From an optimization exercise on the open Yosys and OpenROAD flow, aimed at small area, a short achievable clock period and few clock cycles per item; shortcuts taken in it are not production practice. The RTL was checked by simulation tests, not by an equivalence proof against the original design. Power and IR drop assume default switching activity.

before:
==> flow/design.v <==
package dmem_pkg;
    localparam int unsigned WORD_BYTES = 4;
    function automatic logic addr_err(input logic [31:0] addr, input int unsigned depth);
        addr_err = ((addr % WORD_BYTES) != 0) || ((addr / WORD_BYTES) >= depth);
    endfunction
endpackage
module dmem_array #(
    parameter int unsigned DEPTH  = 64,
    parameter int unsigned DATA_W = 32
) (
    input  logic              clk,
    input  logic [DEPTH-1:0]  sel,      
    input  logic              we,       
    input  logic [DATA_W-1:0] wdata,
    output logic [DATA_W-1:0] rdata
);
    logic [DATA_W-1:0] word_q [DEPTH];
    logic [DATA_W-1:0] word_rd [DEPTH];
    for (genvar w = 0; w < DEPTH; w++) begin : g_word
        always_ff @(posedge clk) begin
            if (we && sel[w]) begin
                word_q[w] <= wdata;
            end
        end
        assign word_rd[w] = word_q[w] & {DATA_W{sel[w]}};
    end
    always_comb begin
        rdata = '0;
        for (int w = 0; w < DEPTH; w++) begin
            rdata = rdata | word_rd[w];
        end
    end
endmodule
import dmem_pkg::*;
module dmem_responder #(
    parameter int unsigned DEPTH  = 64,
    parameter int unsigned DATA_W = 32
) (
    input  logic              clk,
    input  logic              reset,
    input  logic              req_valid,
    output logic              req_ready,
    input  logic              req_we,
    input  logic [31:0]       req_addr,
    input  logic [DATA_W-1:0] req_wdata,
    output logic              rsp_valid,
    input  logic              rsp_ready,
    output logic [DATA_W-1:0] rsp_rdata,
    output logic              rsp_err
);
    localparam int unsigned IDX_W = $clog2(DEPTH);
    logic              accept, req_err;
    logic [IDX_W-1:0]  idx;
    logic [DEPTH-1:0]  req_sel;
    logic              a_valid, a_hold, a_wr, a_we, a_err;
    logic [DEPTH-1:0]  a_sel;
    logic [DATA_W-1:0] a_wdata;
    logic              b_valid, s_valid;
    logic [DATA_W-1:0] s_rdata;
    logic              s_err;
    logic              a_move, take;
    logic [DATA_W-1:0] rd, res_rdata;
    assign req_err = (req_addr[1:0] != 2'b00) || (req_addr[31:2] >= DEPTH);
    assign accept = req_valid & ~a_hold;
    assign idx    = req_addr[IDX_W+1:2];
    logic [7:0] sel_hi, sel_lo;
    for (genvar i = 0; i < 8; i++) begin : g_pre
        assign sel_hi[i] = (idx[5:3] == 3'(i)) & ~req_err;
        assign sel_lo[i] = (idx[2:0] == 3'(i));
    end
    for (genvar w = 0; w < DEPTH; w++) begin : g_sel
        assign req_sel[w] = sel_hi[w / 8] & sel_lo[w % 8];
    end
    always_ff @(posedge clk or negedge reset) begin
        if (!reset) begin
            a_valid <= 1'b0;
            a_wr    <= 1'b0;
        end else begin
            a_valid <= a_hold | req_valid;
            a_wr    <= accept & req_we & ~req_err;
        end
    end
    always_ff @(posedge clk) begin
        if (!a_hold) begin
            a_sel <= req_sel;
            a_we  <= req_we;
            a_err <= req_err;
        end
        a_wdata <= req_wdata;
    end
    dmem_array #(
        .DEPTH  (DEPTH),
        .DATA_W (DATA_W)
    ) u_array (
        .clk   (clk),
        .sel   (a_sel),
        .we    (a_wr),
        .wdata (a_wdata),
        .rdata (rd)
    );
    assign res_rdata = a_we ? '0 : rd;
    assign a_move    = a_valid & ~a_hold;
    assign take = b_valid & rsp_ready;
    logic a_valid_n, b_valid_n, s_valid_n, full_n;
    always_comb begin
        a_valid_n = a_hold | req_valid;
        b_valid_n = b_valid;
        s_valid_n = s_valid;
        if (!b_valid || take) begin
            b_valid_n = s_valid | a_move;
            s_valid_n = 1'b0;
        end else if (a_move) begin
            s_valid_n = 1'b1;
        end
        full_n = a_valid_n & b_valid_n & s_valid_n;
    end
    always_ff @(posedge clk or negedge reset) begin
        if (!reset) begin
            b_valid   <= 1'b0;
            s_valid   <= 1'b0;
            a_hold    <= 1'b0;
        end else begin
            b_valid   <= b_valid_n;
            s_valid   <= s_valid_n;
            a_hold    <= full_n;
        end
    end
    always_ff @(posedge clk) begin
        req_ready <= ~full_n;
    end
    logic              b_load, b_hold, b_from_s, b_from_a;
    logic [DATA_W-1:0] b_rdata_d;
    logic              b_err_d;
    assign b_load     = ~b_valid | rsp_ready;
    assign b_hold     = ~b_load;
    assign b_from_s   = b_load & s_valid;
    assign b_from_a   = b_load & ~s_valid;
    assign b_rdata_d  = ({DATA_W{b_hold}} & rsp_rdata)
                      | ({DATA_W{b_from_s}} & s_rdata)
                      | ({DATA_W{b_from_a}} & res_rdata);
    assign b_err_d    = (b_hold & rsp_err) | (b_from_s & s_err) | (b_from_a & a_err);
    always_ff @(posedge clk) begin
        rsp_rdata <= b_rdata_d;
        rsp_err   <= b_err_d;
        if (!s_valid) begin
            s_rdata <= res_rdata;
            s_err   <= a_err;
        end
    end
    assign rsp_valid = b_valid;
endmodule
export LEC_CHECK = 0
export CAP_MARGIN = 20
export CORE_MARGIN = 2
export CORE_UTILIZATION = 42
export CTS_BUF_LIST = sky130_fd_sc_hd__clkbuf_16
export CTS_CLUSTER_DIAMETER = 100
export CTS_CLUSTER_SIZE = 25
export SETUP_SLACK_MARGIN = 1.9
export SLEW_MARGIN = 20
export TNS_END_PERCENT = 100
create_clock -name core_clock -period 4.0 [get_ports {clk}]
standard.sh (not shown) runs the stock make flow with config.mk's settings and CLKGATE_MAP_FILE= SYNTH_SCRIPT=/design/flow/synth_recipe.tcl, a recipe that flattens the netlist after the stock synthesis.
==> flow/flow/run.sh <==
#!/bin/bash
# The standard layout (standard.sh) with these changes, all passed as ORFS make variables:
#  - synthesis maps the logic with an area-recovering ABC mapping followed by
#    delay-driven sizing (flow/abc_speed.script) instead of ORFS's delay-first script;
#  - the port buffers are buf_4 cells (buffer_ports -buffer_cell) rather than the
#    default pick, a slow delay buffer on this platform;
#  - timing repair may resize cells across footprints (MATCH_CELL_FOOTPRINT=0);
#  - besides the platform's own don't-use cells, the slow high-stack cells (a222oi,
#    a2111o(i), a311o(i), a41o(i), nor4*, or4*, o2111*, o311*, o41*) are not used.
# Everything else is ORFS's own scripts, unchanged. make's output goes to make_finish.log,
# and each ORFS step writes its own log under orfs/logs.
set -euo pipefail
dont_use=(
    sky130_fd_sc_hd__probe_p_8
    sky130_fd_sc_hd__probec_p_8
    sky130_fd_sc_hd__lpflow_bleeder_1
    sky130_fd_sc_hd__lpflow_clkbufkapwr_1
    sky130_fd_sc_hd__lpflow_clkbufkapwr_16
    sky130_fd_sc_hd__lpflow_clkbufkapwr_2
    sky130_fd_sc_hd__lpflow_clkbufkapwr_4
    sky130_fd_sc_hd__lpflow_clkbufkapwr_8
    sky130_fd_sc_hd__lpflow_clkinvkapwr_1
    sky130_fd_sc_hd__lpflow_clkinvkapwr_16
    sky130_fd_sc_hd__lpflow_clkinvkapwr_2
    sky130_fd_sc_hd__lpflow_clkinvkapwr_4
    sky130_fd_sc_hd__lpflow_clkinvkapwr_8
    sky130_fd_sc_hd__lpflow_decapkapwr_12
    sky130_fd_sc_hd__lpflow_decapkapwr_3
    sky130_fd_sc_hd__lpflow_decapkapwr_4
    sky130_fd_sc_hd__lpflow_decapkapwr_6
    sky130_fd_sc_hd__lpflow_decapkapwr_8
    sky130_fd_sc_hd__lpflow_inputiso0n_1
    sky130_fd_sc_hd__lpflow_inputiso0p_1
    sky130_fd_sc_hd__lpflow_inputiso1n_1
    sky130_fd_sc_hd__lpflow_inputiso1p_1
    sky130_fd_sc_hd__lpflow_inputisolatch_1
    sky130_fd_sc_hd__lpflow_isobufsrc_1
    sky130_fd_sc_hd__lpflow_isobufsrc_16
    sky130_fd_sc_hd__lpflow_isobufsrc_2
    sky130_fd_sc_hd__lpflow_isobufsrc_4
    sky130_fd_sc_hd__lpflow_isobufsrc_8
    sky130_fd_sc_hd__lpflow_isobufsrckapwr_16
    sky130_fd_sc_hd__lpflow_lsbuf_lh_hl_isowell_tap_1
    sky130_fd_sc_hd__lpflow_lsbuf_lh_hl_isowell_tap_2
    sky130_fd_sc_hd__lpflow_lsbuf_lh_hl_isowell_tap_4
    sky130_fd_sc_hd__lpflow_lsbuf_lh_isowell_4
    sky130_fd_sc_hd__lpflow_lsbuf_lh_isowell_tap_1
    sky130_fd_sc_hd__lpflow_lsbuf_lh_isowell_tap_2
    sky130_fd_sc_hd__lpflow_lsbuf_lh_isowell_tap_4
    sky130_fd_sc_hd__a2111o_1
    sky130_fd_sc_hd__a2111o_2
    sky130_fd_sc_hd__a2111o_4
    sky130_fd_sc_hd__a2111oi_0
    sky130_fd_sc_hd__a2111oi_1
    sky130_fd_sc_hd__a2111oi_2
    sky130_fd_sc_hd__a2111oi_4
    sky130_fd_sc_hd__a222oi_1
    sky130_fd_sc_hd__a311o_1
    sky130_fd_sc_hd__a311o_2
    sky130_fd_sc_hd__a311o_4
    sky130_fd_sc_hd__a311oi_1
    sky130_fd_sc_hd__a311oi_2
    sky130_fd_sc_hd__a311oi_4
    sky130_fd_sc_hd__a41o_1
    sky130_fd_sc_hd__a41o_2
    sky130_fd_sc_hd__a41o_4
    sky130_fd_sc_hd__a41oi_1
    sky130_fd_sc_hd__a41oi_2
    sky130_fd_sc_hd__a41oi_4
    sky130_fd_sc_hd__nor4_1
    sky130_fd_sc_hd__nor4_2
    sky130_fd_sc_hd__nor4_4
    sky130_fd_sc_hd__nor4b_1
    sky130_fd_sc_hd__nor4b_2
    sky130_fd_sc_hd__nor4b_4
    sky130_fd_sc_hd__nor4bb_1
    sky130_fd_sc_hd__nor4bb_2
    sky130_fd_sc_hd__nor4bb_4
    sky130_fd_sc_hd__o2111a_1
    sky130_fd_sc_hd__o2111a_2
    sky130_fd_sc_hd__o2111a_4
    sky130_fd_sc_hd__o2111ai_1
    sky130_fd_sc_hd__o2111ai_2
    sky130_fd_sc_hd__o2111ai_4
    sky130_fd_sc_hd__o311a_1
    sky130_fd_sc_hd__o311a_2
    sky130_fd_sc_hd__o311a_4
    sky130_fd_sc_hd__o311ai_0
    sky130_fd_sc_hd__o311ai_1
    sky130_fd_sc_hd__o311ai_2
    sky130_fd_sc_hd__o311ai_4
    sky130_fd_sc_hd__o41a_1
    sky130_fd_sc_hd__o41a_2
    sky130_fd_sc_hd__o41a_4
    sky130_fd_sc_hd__o41ai_1
    sky130_fd_sc_hd__o41ai_2
    sky130_fd_sc_hd__o41ai_4
    sky130_fd_sc_hd__or4_1
    sky130_fd_sc_hd__or4_2
    sky130_fd_sc_hd__or4_4
    sky130_fd_sc_hd__or4b_1
    sky130_fd_sc_hd__or4b_2
    sky130_fd_sc_hd__or4b_4
    sky130_fd_sc_hd__or4bb_1
    sky130_fd_sc_hd__or4bb_2
    sky130_fd_sc_hd__or4bb_4
)
here=$(pwd)
rm -rf "$here/scripts_mod"
mkdir -p "$here/scripts_mod"
for f in "$FLOW_HOME"/scripts/*; do
    ln -s "$f" "$here/scripts_mod/"
done
rm "$here/scripts_mod/abc_speed.script"
cp "$here/flow/abc_speed.script" "$here/scripts_mod/abc_speed.script"
bash standard.sh SCRIPTS_DIR="$here/scripts_mod" \
    "BUFFER_PORTS_ARGS=-buffer_cell sky130_fd_sc_hd__buf_4" \
    MATCH_CELL_FOOTPRINT=0 \
    "DONT_USE_CELLS=${dont_use[*]}" \
    finish > "$here/make_finish.log" 2>&1
Other scripts of this flow, unchanged in this note and not shown: flow/flow/abc_speed.script
Testbench counts of before, summed over its fixed seeds: cycles 12,016, items 12,000.
## Diff of input files: after against before
-- flow/design.v --
<<< before, line 10
) (
    input  logic              clk,
    input  logic [DEPTH-1:0]  sel,      
    input  logic              we,       
    input  logic [DATA_W-1:0] wdata,
    output logic [DATA_W-1:0] rdata
>>> after, line 10
) (
    input  logic              clk,
    input  logic [DEPTH-1:0]  rsel,     
    input  logic [DEPTH-1:0]  wsel,     
    input  logic [DATA_W-1:0] wdata,
    output logic [DATA_W-1:0] rdata
<<< before, line 19
    for (genvar w = 0; w < DEPTH; w++) begin : g_word
        always_ff @(posedge clk) begin
            if (we && sel[w]) begin
                word_q[w] <= wdata;
            end
        end
        assign word_rd[w] = word_q[w] & {DATA_W{sel[w]}};
    end
    always_comb begin
>>> after, line 19
    for (genvar w = 0; w < DEPTH; w++) begin : g_word
        always_ff @(posedge clk) begin
            if (wsel[w]) begin
                word_q[w] <= wdata;
            end
        end
        assign word_rd[w] = word_q[w] & {DATA_W{rsel[w]}};
    end
    always_comb begin
<<< before, line 53
    logic [IDX_W-1:0]  idx;
    logic [DEPTH-1:0]  req_sel;
    logic              a_valid, a_hold, a_wr, a_we, a_err;
    logic [DEPTH-1:0]  a_sel;
    logic [DATA_W-1:0] a_wdata;
    logic              b_valid, s_valid;
>>> after, line 53
    logic [IDX_W-1:0]  idx;
    logic [DEPTH-1:0]  req_sel;
    logic              a_valid, a_hold, a_err;
    logic [DEPTH-1:0]  a_rsel, a_wsel;
    logic [DATA_W-1:0] a_wdata;
    logic              b_valid, s_valid;
<<< before, line 60
    logic              s_err;
    logic              a_move, take;
    logic [DATA_W-1:0] rd, res_rdata;
    assign req_err = (req_addr[1:0] != 2'b00) || (req_addr[31:2] >= DEPTH);
    assign accept = req_valid & ~a_hold;
>>> after, line 60
    logic              s_err;
    logic              a_move, take;
    logic [DATA_W-1:0] res_rdata;
    assign req_err = (req_addr[1:0] != 2'b00) || (req_addr[31:2] >= DEPTH);
    assign accept = req_valid & ~a_hold;
<<< before, line 75
        if (!reset) begin
            a_valid <= 1'b0;
            a_wr    <= 1'b0;
        end else begin
            a_valid <= a_hold | req_valid;
            a_wr    <= accept & req_we & ~req_err;
        end
    end
    always_ff @(posedge clk) begin
        if (!a_hold) begin
            a_sel <= req_sel;
            a_we  <= req_we;
            a_err <= req_err;
        end
        a_wdata <= req_wdata;
>>> after, line 75
        if (!reset) begin
            a_valid <= 1'b0;
        end else begin
            a_valid <= a_hold | req_valid;
        end
    end
    always_ff @(posedge clk) begin
        a_wsel <= req_sel & {DEPTH{accept & req_we}};
    end
    always_ff @(posedge clk) begin
        if (!a_hold) begin
            a_rsel <= req_sel & {DEPTH{~req_we}};
            a_err  <= req_err;
        end
        a_wdata <= req_wdata;
<<< before, line 94
    ) u_array (
        .clk   (clk),
        .sel   (a_sel),
        .we    (a_wr),
        .wdata (a_wdata),
        .rdata (rd)
    );
    assign res_rdata = a_we ? '0 : rd;
    assign a_move    = a_valid & ~a_hold;
    assign take = b_valid & rsp_ready;
>>> after, line 94
    ) u_array (
        .clk   (clk),
        .rsel  (a_rsel),
        .wsel  (a_wsel),
        .wdata (a_wdata),
        .rdata (res_rdata)
    );
    assign a_move    = a_valid & ~a_hold;
    assign take = b_valid & rsp_ready;
[summary]
after closes out successfully: all stages finished, all timing, DRC and antenna checks passed. Summary: total via count after detailed routing, after better than before. Taking before as the reference, in after slew at the pin closest to its max-slew limit rose 180 ps, worst hold slack across all endpoints saw a decrease. Diff before -> after | antenna diode count | increase of 1. after ended with more data required time of the worst path than before. Routed wire length delta (after − before): favourable. before → after: power density over the cells picked up an extra 3.1 nW/um^2, internal power picked up an extra about 1.5%, minimum clock period after layout neither gained nor lost much.
Testbench counts of after, summed over its fixed seeds: cycles 12,016, items 12,000.

afterwards: timing with drivers on the ports:
How much do the figures lean on ideal ports? The routed layouts below were timed once more, with nothing changed but the port constraints.
Step 1, drivers: a clkbuf_16 drives clk and a buf_2 each remaining input, both assumed.
Step 2 times the ports against the registers' clock, not the clock port: input delays grow and output delays shrink by t, the midpoint of the rising clock arrivals with the driver on.
Slacks: no drivers / after step 1 / after step 2; pairs: no drivers / after step 1.
| run | t, ns | setup WS [ns] | hold slack, ns | worst setup path after step 2 | worst register clock-pin slew, ns |
|---|---|---|---|---|---|
| before | 0.851 | 1.722 / 1.722 / 1.286 | 0.111 / 0.064 / 0.462 | input to register | 0.11 / 0.11 |
| after | 0.849 | 1.724 / 1.714 / 1.421 | 0.105 / 0.055 / 0.473 | input to register | 0.11 / 0.11 |
After both steps setup and hold are still met in every run listed. For before, which loses most, drivers alone change the setup slack by 0.000 ns; drivers and shift together by -0.436 ns.
